What follows belongs to an exercise in optimizing a design on an open flow for small area; a production flow would make more cautious choices. Only simulation tests tie the RTL to the original design; equivalence was not proved.

==> inputs of 07-05 <==
Design regfile_sb, start of the top module:
module regfile_sb #(
  parameter int XLEN     = 32,
  parameter int AW       = 5,
  parameter int ZERO_REG = 1
) (
  input  logic            CLK,
  input  logic            RST,
  input  logic [AW-1:0]   rs1,
  input  logic [AW-1:0]   rs2,
  output logic [XLEN-1:0] rs1_value,
  output logic [XLEN-1:0] rs2_value,
  input  logic [AW-1:0]   rd,
  input  logic [XLEN-1:0] indata,
  input  logic            RegWrite,
  input  logic            issue_valid,
  input  logic [AW-1:0]   issue_rd,
  input  logic            issue_wr,
  input  logic            use_rs1,
  input  logic            use_rs2,
  output logic            stall,
  output logic            rs1_busy,
  output logic            rs2_busy,
  output logic [AW:0]     pend_cnt
);
  localparam int NREG = 1 << AW;
  logic [XLEN-1:0] regs_q [NREG];
  logic [NREG-1:0] busy_q, busy_d;
  logic [AW:0]     pend_cnt_q, pend_cnt_d;
  logic wr_en;       
  logic set_en;      
  logic waw_busy;    
  logic raw1, raw2, waw;
  logic inc, dec;
  function automatic logic is_zero(input logic [AW-1:0] a);
    is_zero = (ZERO_REG != 0) && (a == '0);
  endfunction
  assign wr_en = RegWrite && !is_zero(rd);
  logic fwd1, fwd2;
  assign fwd1 = wr_en && (rd == rs1);
  assign fwd2 = wr_en && (rd == rs2);
  always_comb begin
    rs1_value = is_zero(rs1) ? '0 : (fwd1 ? indata : regs_q[rs1]);
  ...
==> module regfile_sb, before the edit <==
module regfile_sb #(
  parameter int XLEN     = 32,
  parameter int AW       = 5,
  parameter int ZERO_REG = 1
) (
  input  logic            CLK,
  input  logic            RST,
  input  logic [AW-1:0]   rs1,
  input  logic [AW-1:0]   rs2,
  output logic [XLEN-1:0] rs1_value,
  output logic [XLEN-1:0] rs2_value,
  input  logic [AW-1:0]   rd,
  input  logic [XLEN-1:0] indata,
  input  logic            RegWrite,
  input  logic            issue_valid,
  input  logic [AW-1:0]   issue_rd,
  input  logic            issue_wr,
  input  logic            use_rs1,
  input  logic            use_rs2,
  output logic            stall,
  output logic            rs1_busy,
  output logic            rs2_busy,
  output logic [AW:0]     pend_cnt
);
  localparam int NREG = 1 << AW;
  logic [XLEN-1:0] regs_q [NREG];
  logic [NREG-1:0] busy_q, busy_d;
  logic [AW:0]     pend_cnt_q, pend_cnt_d;
  logic wr_en;       
  logic set_en;      
  logic waw_busy;    
  logic raw1, raw2, waw;
  logic inc, dec;
  function automatic logic is_zero(input logic [AW-1:0] a);
    is_zero = (ZERO_REG != 0) && (a == '0);
  endfunction
  assign wr_en = RegWrite && !is_zero(rd);
  logic fwd1, fwd2;
  assign fwd1 = wr_en && (rd == rs1);
  assign fwd2 = wr_en && (rd == rs2);
  always_comb begin
    rs1_value = is_zero(rs1) ? '0 : (fwd1 ? indata : regs_q[rs1]);
    rs2_value = is_zero(rs2) ? '0 : (fwd2 ? indata : regs_q[rs2]);
  end
  assign rs1_busy = busy_q[rs1] && !fwd1;
  assign rs2_busy = busy_q[rs2] && !fwd2;
  assign waw_busy = busy_q[issue_rd] && !(RegWrite && (rd == issue_rd));
  assign raw1  = use_rs1 && rs1_busy;
  assign raw2  = use_rs2 && rs2_busy;
  assign waw   = issue_wr && waw_busy;
  assign stall = issue_valid && (raw1 || raw2 || waw);
  assign set_en = issue_valid && !stall && issue_wr && !is_zero(issue_rd);
  assign inc = set_en && !busy_q[issue_rd];
  assign dec = RegWrite && busy_q[rd] && !(set_en && (issue_rd == rd));
  always_comb begin
    busy_d = busy_q;
    if (RegWrite) busy_d[rd]       = 1'b0;
    if (set_en)   busy_d[issue_rd] = 1'b1;
    pend_cnt_d = pend_cnt_q + (AW+1)'(inc) - (AW+1)'(dec);
  end
  always_ff @(posedge CLK or posedge RST) begin
    if (RST) begin
      busy_q     <= '0;
      pend_cnt_q <= '0;
    end else begin
      busy_q     <= busy_d;
      pend_cnt_q <= pend_cnt_d;
    end
  end
  always_ff @(posedge CLK or posedge RST) begin
    if (RST) begin
      for (int i = 0; i < NREG; i++) regs_q[i] <= '0;
    end else if (wr_en) begin
      regs_q[rd] <= indata;
    end
  end
  assign pend_cnt = pend_cnt_q;
endmodule
clock: 7.0 ns
lec_check: 0
cap_margin: 20
core_margin: 2
core_utilization: 35
setup_slack_margin: 0.2
slew_margin: 20
run.sh (not shown) runs the stock make flow with config.mk's settings and CLKGATE_MAP_FILE= SYNTH_SCRIPT=/design/flow/synth_recipe.tcl, a recipe that flattens the netlist after the stock synthesis.
==> 09-13 (differences from 07-05) <==
==> flow/design.v (replaced) <==
module regfile_sb_aoi3 (
  input  logic [2:0] s,
  input  logic [2:0] d,
  output logic       y_n
);
  assign y_n = ~|(s & d);
endmodule
module regfile_sb_nand2 (
  input  logic s,
  input  logic d,
  output logic y_n
);
  assign y_n = ~(s & d);
endmodule
module regfile_sb_cell (
  input  logic w,
  input  logic wn,
  input  logic c,
  input  logic q,
  output logic d
);
  assign d = ~((wn | c) & (w | q));
endmodule
module regfile_sb_sel32 (
  input  logic [31:0] s,
  input  logic [31:0] d,
  output logic        y
);
  logic [11:0] n;
  for (genvar g = 0; g < 10; g++) begin : g_aoi3
    regfile_sb_aoi3 u (.s(s[3*g +: 3]), .d(d[3*g +: 3]), .y_n(n[g]));
  end
  regfile_sb_nand2 u_n30 (.s(s[30]), .d(d[30]), .y_n(n[10]));
  regfile_sb_nand2 u_n31 (.s(s[31]), .d(d[31]), .y_n(n[11]));
  assign y = ~&n;
endmodule
module regfile_sb #(
  parameter int XLEN     = 32,
  parameter int AW       = 5,
  parameter int ZERO_REG = 1
) (
  input  logic            CLK,
  input  logic            RST,
  input  logic [AW-1:0]   rs1,
  input  logic [AW-1:0]   rs2,
  output logic [XLEN-1:0] rs1_value,
  output logic [XLEN-1:0] rs2_value,
  input  logic [AW-1:0]   rd,
  input  logic [XLEN-1:0] indata,
  input  logic            RegWrite,
  input  logic            issue_valid,
  input  logic [AW-1:0]   issue_rd,
  input  logic            issue_wr,
  input  logic            use_rs1,
  input  logic            use_rs2,
  output logic            stall,
  output logic            rs1_busy,
  output logic            rs2_busy,
  output logic [AW:0]     pend_cnt
);
  localparam int NREG = 32;
  localparam logic [NREG-1:0] NOT0 = {{(NREG-1){1'b1}}, 1'b0};
  logic [XLEN-1:0] regs_q [NREG];    
  logic [XLEN-1:0] regs_d [NREG];
  logic [NREG-1:0] valid_q, busy_q;
  logic [AW-1:0]   cnt_q;
  logic            phase_q;
  logic [NREG-1:0] rd_oh, rs1_oh, rs2_oh, ird_oh;
  always_comb begin
    for (int i = 0; i < NREG; i++) begin
      rd_oh[i]  = (i != 0) && (rd == i);
      rs1_oh[i] = (i != 0) && (rs1 == i);
      rs2_oh[i] = (i != 0) && (rs2 == i);
      ird_oh[i] = (i != 0) && (issue_rd == i);
    end
  end
  logic [NREG-1:0] we;      
  logic [NREG-1:0] keep;    
  logic [NREG-1:0] bk;      
  assign we   = {NREG{RegWrite}} & rd_oh;
  assign keep = valid_q & ~we;
  assign bk   = busy_q & ~we;
  logic fwd1, fwd2;
  assign fwd1 = RegWrite && (rd != '0) && (rd == rs1);
  assign fwd2 = RegWrite && (rd != '0) && (rd == rs2);
  logic [XLEN-1:0] col;
  assign col = indata ^ {XLEN{phase_q}};
  logic [NREG-1:0] sel1, sel2;
  assign sel1 = (rs1_oh & keep) | {{(NREG-1){1'b0}}, fwd1};
  assign sel2 = (rs2_oh & keep) | {{(NREG-1){1'b0}}, fwd2};
  logic pf1, pf2;
  assign pf1 = phase_q & (fwd1 | (|(rs1_oh & valid_q)));
  assign pf2 = phase_q & (fwd2 | (|(rs2_oh & valid_q)));
  for (genvar b = 0; b < XLEN; b++) begin : g_rd
    logic [NREG-1:0] rcol;
    logic            y1, y2;
    assign rcol[0] = col[b];
    for (genvar i = 1; i < NREG; i++) begin : g_col
      assign rcol[i] = regs_q[i][b];
    end
    regfile_sb_sel32 u_p1 (.s(sel1), .d(rcol), .y(y1));
    regfile_sb_sel32 u_p2 (.s(sel2), .d(rcol), .y(y2));
    assign rs1_value[b] = y1 ^ pf1;
    assign rs2_value[b] = y2 ^ pf2;
  end
  logic waw_busy, busy_rd;
  regfile_sb_sel32 u_b1 (.s(rs1_oh), .d(bk),     .y(rs1_busy));
  regfile_sb_sel32 u_b2 (.s(rs2_oh), .d(bk),     .y(rs2_busy));
  regfile_sb_sel32 u_bw (.s(ird_oh), .d(bk),     .y(waw_busy));
  regfile_sb_sel32 u_br (.s(we),     .d(busy_q), .y(busy_rd));
  assign stall = issue_valid &&
                 ((use_rs1 && rs1_busy) || (use_rs2 && rs2_busy) || (issue_wr && waw_busy));
  logic set_en;
  assign set_en = issue_valid && !stall && issue_wr && (issue_rd != '0);
  always_ff @(posedge CLK or posedge RST) begin
    if (RST) begin
      valid_q <= '0;
      busy_q  <= '0;
      cnt_q   <= '0;
      phase_q <= 1'b0;
    end else begin
      valid_q <= (valid_q | we) & NOT0;
      busy_q  <= (bk | ({NREG{set_en}} & ird_oh)) & NOT0;
      cnt_q   <= cnt_q + {{(AW-1){1'b0}}, set_en} - {{(AW-1){1'b0}}, busy_rd};
      phase_q <= ~phase_q;
    end
  end
  logic [NREG-1:0] wen;
  assign wen = ~we;
  for (genvar i = 1; i < NREG; i++) begin : g_word
    for (genvar b = 0; b < XLEN; b++) begin : g_bit
      regfile_sb_cell u_c (.w(we[i]), .wn(wen[i]), .c(col[b]), .q(regs_q[i][b]),
                           .d(regs_d[i][b]));
    end
    always_ff @(posedge CLK) regs_q[i] <= regs_d[i];
  end
  assign pend_cnt = {1'b0, cnt_q};
endmodule
==> flow/flow/run.sh (new file) <==
#!/bin/bash
# Own layout flow: the standard ORFS flow (standard synthesis unchanged),
# with two layout settings changed:
#   - CTS: larger sink clusters on clkbuf_16 and no dummy loads
#   - port buffers use buf_1 (repair_design upsizes where needed)
# Each tool's output goes to the ORFS logs under orfs/logs; make's own
# output goes to flow_make.log in this folder.
set -uo pipefail
bash standard.sh \
  "CTS_ARGS=-sink_clustering_enable -repair_clock_nets -dont_use_dummy_load -buf_list sky130_fd_sc_hd__clkbuf_16 -sink_clustering_size 24 -sink_clustering_max_diameter 80" \
  "BUFFER_PORTS_ARGS=-buffer_cell sky130_fd_sc_hd__buf_1" \
  finish > flow_make.log 2>&1
==> flow/standard.sh (new file) <==
#!/bin/bash
# synth_recipe.tcl (not shown) runs the flow's synth.tcl, then flattens the netlist and writes it again
# the make line also repeats each setting of config.mk as NAME=value (left out here)
make -C /OpenROAD-flow-scripts/flow DESIGN_CONFIG=/design/flow/config.mk WORK_HOME=/design/flow/orfs CLKGATE_MAP_FILE= SYNTH_SCRIPT=/design/flow/synth_recipe.tcl "${@:-finish}"
Settings changed: CORE_UTILIZATION 35 to 50, SYNTH_HIERARCHICAL set to 1.
removed: flow/run.sh
==> comparison <==
- 09-13 ran to the end with no violations. 07-05 went through all stages and came out clean.
- Between 09-13 and 07-05, the lower hold slack is in 09-13 (gap 0.031 ns).
- In 07-05 the non-clock buffer count is higher than in 09-13, by 116.
- Between 07-05 and 09-13, the lower design area is in 09-13 (gap about 35%, measured against 09-13).
- Routed wire length: 09-13 is smaller than 07-05 (about 24%).
- Of 09-13 and 07-05, 07-05 has the higher synthesized cell count (gap about 17%, measured against 07-05).
- In 09-13 the synthesized area is lower than in 07-05, by about 23%.
- Cell count: 07-05 is larger than 09-13 (31%).

port drivers added, routing unchanged:
Ports are ideal in the flow. The routed layouts listed here were re-timed in OpenROAD. Step 1 (the two cells are an assumption about what drives the block):
set clk [get_ports {CLK}]
set_driving_cell -lib_cell sky130_fd_sc_hd__clkbuf_16 $clk
set_driving_cell -lib_cell sky130_fd_sc_hd__buf_2 [delete_from_list [all_inputs] $clk]
Step 2 moves the port delays by t, midway between the first and last clock arrival at a register: inputs arrive t later, outputs are due t later. That takes back most of the time a late clock gives input paths. a / b / c = no drivers / after step 1 / after step 2; a / b = the first two.
| run | t (ns) | slack for setup (ns) | worst hold slack (ns) | clock arrival spread, ns | worst data-port slew with drivers (ns) |
|---|---|---|---|---|---|
| 07-05 | 0.835 | 0.144 / 0.047 / 0.047 | 0.508 / 0.508 / 0.508 | 0.062 / 0.061 | 0.12 |
| 09-13 | 0.718 | 0.220 / 0.186 / 0.186 | 0.478 / 0.478 / 0.478 | 0.099 / 0.098 | 0.06 |
After both steps every run listed still meets setup and hold. The setup slack of 07-05, which loses most, moves by -0.097 ns with the drivers and by -0.097 ns with both steps.
